From an optimization exercise on the open Yosys and OpenROAD flow, aimed at small area and a short achievable clock period; shortcuts taken in it are not production practice.
Power is estimated from default activity; no workload was simulated.

// rdmx_control
module rdmx_control (
    input  logic                        clk,
    input  logic                        resetn,
    input  logic [40:0]                 reg_wr,
    output logic                        wr_done,
    output logic [1:0]                  wr_resp,
    input  logic [8:0]                  reg_rd_req,
    output logic [34:0]                 reg_rd,
    input  logic [2:0]                  events,
    input  logic [1:0]                  overflow,
    input  logic [2:0]                  async_status,
    input  logic [514:0]                stream,
    output logic [127:0]                pci,
    output logic                        loopback,
    output logic                        pause_pci,
    output logic                        resetn_out
);
    wire        wv = reg_wr[40];
    wire [7:0]  wi = reg_wr[39:32];
    wire [31:0] wd = reg_wr[31:0];
    logic w_good_h, w_good_l, w_bad_h, w_bad_l, w_base_h, w_base_l;
    logic w_size_h, w_size_l, w_reset, w_clear, w_loop, w_pause;
    wr_dec u_wr_dec (
        .wv(wv), .wi(wi),
        .w({w_pause, w_loop, w_clear, w_reset, w_size_l, w_size_h,
            w_base_l, w_base_h, w_bad_l, w_bad_h, w_good_l, w_good_h})
    );
    logic wr_err;
    always_ff @(posedge clk) begin
        wr_done <= resetn && wv;
        wr_err  <= ~|{w_pause, w_loop, w_clear, w_reset, w_size_l, w_size_h,
                      w_base_l, w_base_h, w_bad_l, w_bad_h, w_good_l, w_good_h};
    end
    assign wr_resp = {wr_err, wr_err};
    logic        rst_run;
    logic [63:0] good_count, bad_count;
    logic        range_err, seq_error;
    logic [2:0]  sync_q;
    ctl_regs u_ctl_regs (
        .clk       (clk),
        .resetn    (resetn),
        .wd        (wd),
        .w_base_h  (w_base_h),
        .w_base_l  (w_base_l),
        .w_size_h  (w_size_h),
        .w_size_l  (w_size_l),
        .w_loop    (w_loop),
        .w_pause   (w_pause),
        .w_reset   (w_reset),
        .pci       (pci),
        .loopback  (loopback),
        .pause_pci (pause_pci),
        .rst_run   (rst_run)
    );
    assign resetn_out = resetn && !rst_run;
  ...
For scale: roughly 1700 cells after synthesis, about 740 I/O pins.
==> module rd_bit, before the edit <==
module rd_bit (
    input  logic [7:0] sel,
    input  logic [7:0] d,
    output logic       x
);
    assign x = |(sel & d);
endmodule
==> module rdmx_control, before the edit <==
module rdmx_control (
    input  logic                        clk,
    input  logic                        resetn,
    input  logic [40:0]                 reg_wr,
    output logic                        wr_done,
    output logic [1:0]                  wr_resp,
    input  logic [8:0]                  reg_rd_req,
    output logic [34:0]                 reg_rd,
    input  logic [2:0]                  events,
    input  logic [1:0]                  overflow,
    input  logic [2:0]                  async_status,
    input  logic [514:0]                stream,
    output logic [127:0]                pci,
    output logic                        loopback,
    output logic                        pause_pci,
    output logic                        resetn_out
);
    wire        wv = reg_wr[40];
    wire [7:0]  wi = reg_wr[39:32];
    wire [31:0] wd = reg_wr[31:0];
    logic w_good_h, w_good_l, w_bad_h, w_bad_l, w_base_h, w_base_l;
    logic w_size_h, w_size_l, w_reset, w_clear, w_loop, w_pause;
    wr_dec u_wr_dec (
        .wv(wv), .wi(wi),
        .w({w_pause, w_loop, w_clear, w_reset, w_size_l, w_size_h,
            w_base_l, w_base_h, w_bad_l, w_bad_h, w_good_l, w_good_h})
    );
    logic wr_err;
    always_ff @(posedge clk) begin
        wr_done <= resetn && wv;
        wr_err  <= ~|{w_pause, w_loop, w_clear, w_reset, w_size_l, w_size_h,
                      w_base_l, w_base_h, w_bad_l, w_bad_h, w_good_l, w_good_h};
    end
    assign wr_resp = {wr_err, wr_err};
    logic        rst_run;
    logic [63:0] good_count, bad_count;
    logic        range_err, seq_error;
    logic [2:0]  sync_q;
    ctl_regs u_ctl_regs (
        .clk       (clk),
        .resetn    (resetn),
        .wd        (wd),
        .w_base_h  (w_base_h),
        .w_base_l  (w_base_l),
        .w_size_h  (w_size_h),
        .w_size_l  (w_size_l),
        .w_loop    (w_loop),
        .w_pause   (w_pause),
        .w_reset   (w_reset),
        .pci       (pci),
        .loopback  (loopback),
        .pause_pci (pause_pci),
        .rst_run   (rst_run)
    );
    assign resetn_out = resetn && !rst_run;
    wire clr = !resetn || rst_run || w_clear;
    event_capture u_event_capture (
        .clk          (clk),
        .clr          (clr),
        .wd           (wd),
        .w_good_h     (w_good_h),
        .w_good_l     (w_good_l),
        .w_bad_h      (w_bad_h),
        .w_bad_l      (w_bad_l),
        .events       (events),
        .async_status (async_status),
        .good_count   (good_count),
        .bad_count    (bad_count),
        .range_err    (range_err),
        .sync_q       (sync_q)
    );
    seq_check u_seq_check (
        .clk       (clk),
        .clr       (clr),
        .stream_hi (stream[514:483]),
        .beat      (stream[2] && stream[1]),
        .seq_error (seq_error)
    );
    read_mux u_read_mux (
        .clk        (clk),
        .resetn     (resetn),
        .reg_rd_req (reg_rd_req),
        .status     (sync_q),
        .errors     ({seq_error, overflow, range_err}),
        .good_count (good_count),
        .bad_count  (bad_count),
        .pci        (pci),
        .rst_run    (rst_run),
        .loopback   (loopback),
        .pause_pci  (pause_pci),
        .reg_rd     (reg_rd)
    );
endmodule
export LEC_CHECK = 0
export CAP_MARGIN = 20
export CORE_MARGIN = 2
export CORE_UTILIZATION = 40
export CTS_BUF_LIST = sky130_fd_sc_hd__clkbuf_8
export CTS_CLUSTER_DIAMETER = 60
export CTS_CLUSTER_SIZE = 14
export SETUP_SLACK_MARGIN = 2.7
export SLEW_MARGIN = 20
export SYNTH_HIERARCHICAL = 1
export SYNTH_MINIMUM_KEEP_SIZE = 0
create_clock -name core_clock -period 5.0 [get_ports {clk}]
standard.sh (not shown) runs the stock make flow with config.mk's settings and CLKGATE_MAP_FILE= SYNTH_SCRIPT=/design/flow/synth_recipe.tcl, a recipe that flattens the netlist after the stock synthesis.
==> flow/flow/run.sh <==
#!/bin/bash
# Standard layout, with every port buffered by the smallest buffer
# instead of the resizer's default pick (a delay cell on sky130hd).
set -euo pipefail
export BUFFER_PORTS_ARGS="-buffer_cell sky130_fd_sc_hd__buf_1"
bash standard.sh > standard_flow.log 2>&1
Change:
--- a/flow/design.v
+++ b/flow/design.v
@@ -434,16 +434,35 @@
         rd_err   <= !sel_ok;
     end
     assign reg_rd = {rd_valid, rd_data, rd_err, rd_err};
 endmodule
 `default_nettype wire
+module aoi222 (
+    input  logic [2:0] s,
+    input  logic [2:0] d,
+    output logic       y_n
+);
+    assign y_n = ~|(s & d);
+endmodule
+module rd_or (
+    input  logic [1:0] s,
+    input  logic [1:0] d,
+    input  logic [1:0] y_n,
+    output logic       x
+);
+    wire c = ~&y_n;
+    assign x = (s[0] & d[0]) | (s[1] & d[1]) | c;
+endmodule
 module rd_bit (
     input  logic [7:0] sel,
     input  logic [7:0] d,
     output logic       x
 );
-    assign x = |(sel & d);
+    logic [1:0] y_n;
+    aoi222 u_a (.s(sel[2:0]), .d(d[2:0]), .y_n(y_n[0]));
+    aoi222 u_b (.s(sel[5:3]), .d(d[5:3]), .y_n(y_n[1]));
+    rd_or  u_o (.s(sel[7:6]), .d(d[7:6]), .y_n(y_n), .x(x));
 endmodule
 `default_nettype none
 module nor2m (
     input  logic [1:0] x,
     output logic       y
@@ -493,10 +512,17 @@
         and4m u_a (.x({z76, z54, m[(k + 2) >> 2], l[(k + 2) & 3]}), .y(w[k]));
     end
     and4m u_a34 (.x({z76, t54, m[0], l[2]}), .y(w[10]));
     and4m u_a35 (.x({z76, t54, m[0], l[3]}), .y(w[11]));
 endmodule
+module rstn_gate (
+    input  logic resetn,
+    input  logic run,
+    output logic y
+);
+    assign y = resetn & ~run;
+endmodule
 module rdmx_control (
     input  logic                        clk,
     input  logic                        resetn,
     input  logic [40:0]                 reg_wr,
     output logic                        wr_done,
@@ -547,11 +573,11 @@
         .pci       (pci),
         .loopback  (loopback),
         .pause_pci (pause_pci),
         .rst_run   (rst_run)
     );
-    assign resetn_out = resetn && !rst_run;
+    rstn_gate u_rstn (.resetn(resetn), .run(rst_run), .y(resetn_out));
     wire clr = !resetn || rst_run || w_clear;
     event_capture u_event_capture (
         .clk          (clk),
         .clr          (clr),
         .wd           (wd),
Effect: First-iteration DRC count rose by 40%; wire length fell by 6.1%; die area fell by 0.41%; global-route usage rose by 0.54 points; worst hold slack degrades by 6.9 ps; core utilization fell by 0.46 points; sequential power stays flat; synthesized cell count barely changes; final area fell by 1.2%; count of clock-buffer cells in the layout does not change; register-to-register slack is about the same; non-clock buffer count fell by 15; total power rose by 1.9%.
No run of this note included a check of the RTL's function; only the layout flow was run.

afterwards: timing with drivers on the ports:
No port has a modelled driver above. Below, the same layouts with a new extraction and two added sets of constraints. Step 1, drivers: a clkbuf_16 drives clk and a buf_2 each remaining input, both assumed. Step 2 times the ports against the registers' clock, not the clock port: input delays grow and output delays shrink by t, the midpoint of the rising clock arrivals with the driver on. Three values: ideal, step 1, step 2; two values: the first two.
run | shift t [ns] | slack for setup (ns) | hold slack, ns | pins driven straight from the clock port
the first run | 0.660 | 2.497 / 2.472 / 2.089 | 0.332 / 0.332 / 0.332 | 1
the second run | 0.672 | 2.581 / 2.530 / 1.947 | 0.325 / 0.325 / 0.325 | 1
After both steps setup and hold are still met in every run listed. The setup slack of the second run, which loses most, moves by -0.051 ns with the drivers and by -0.634 ns with both steps.
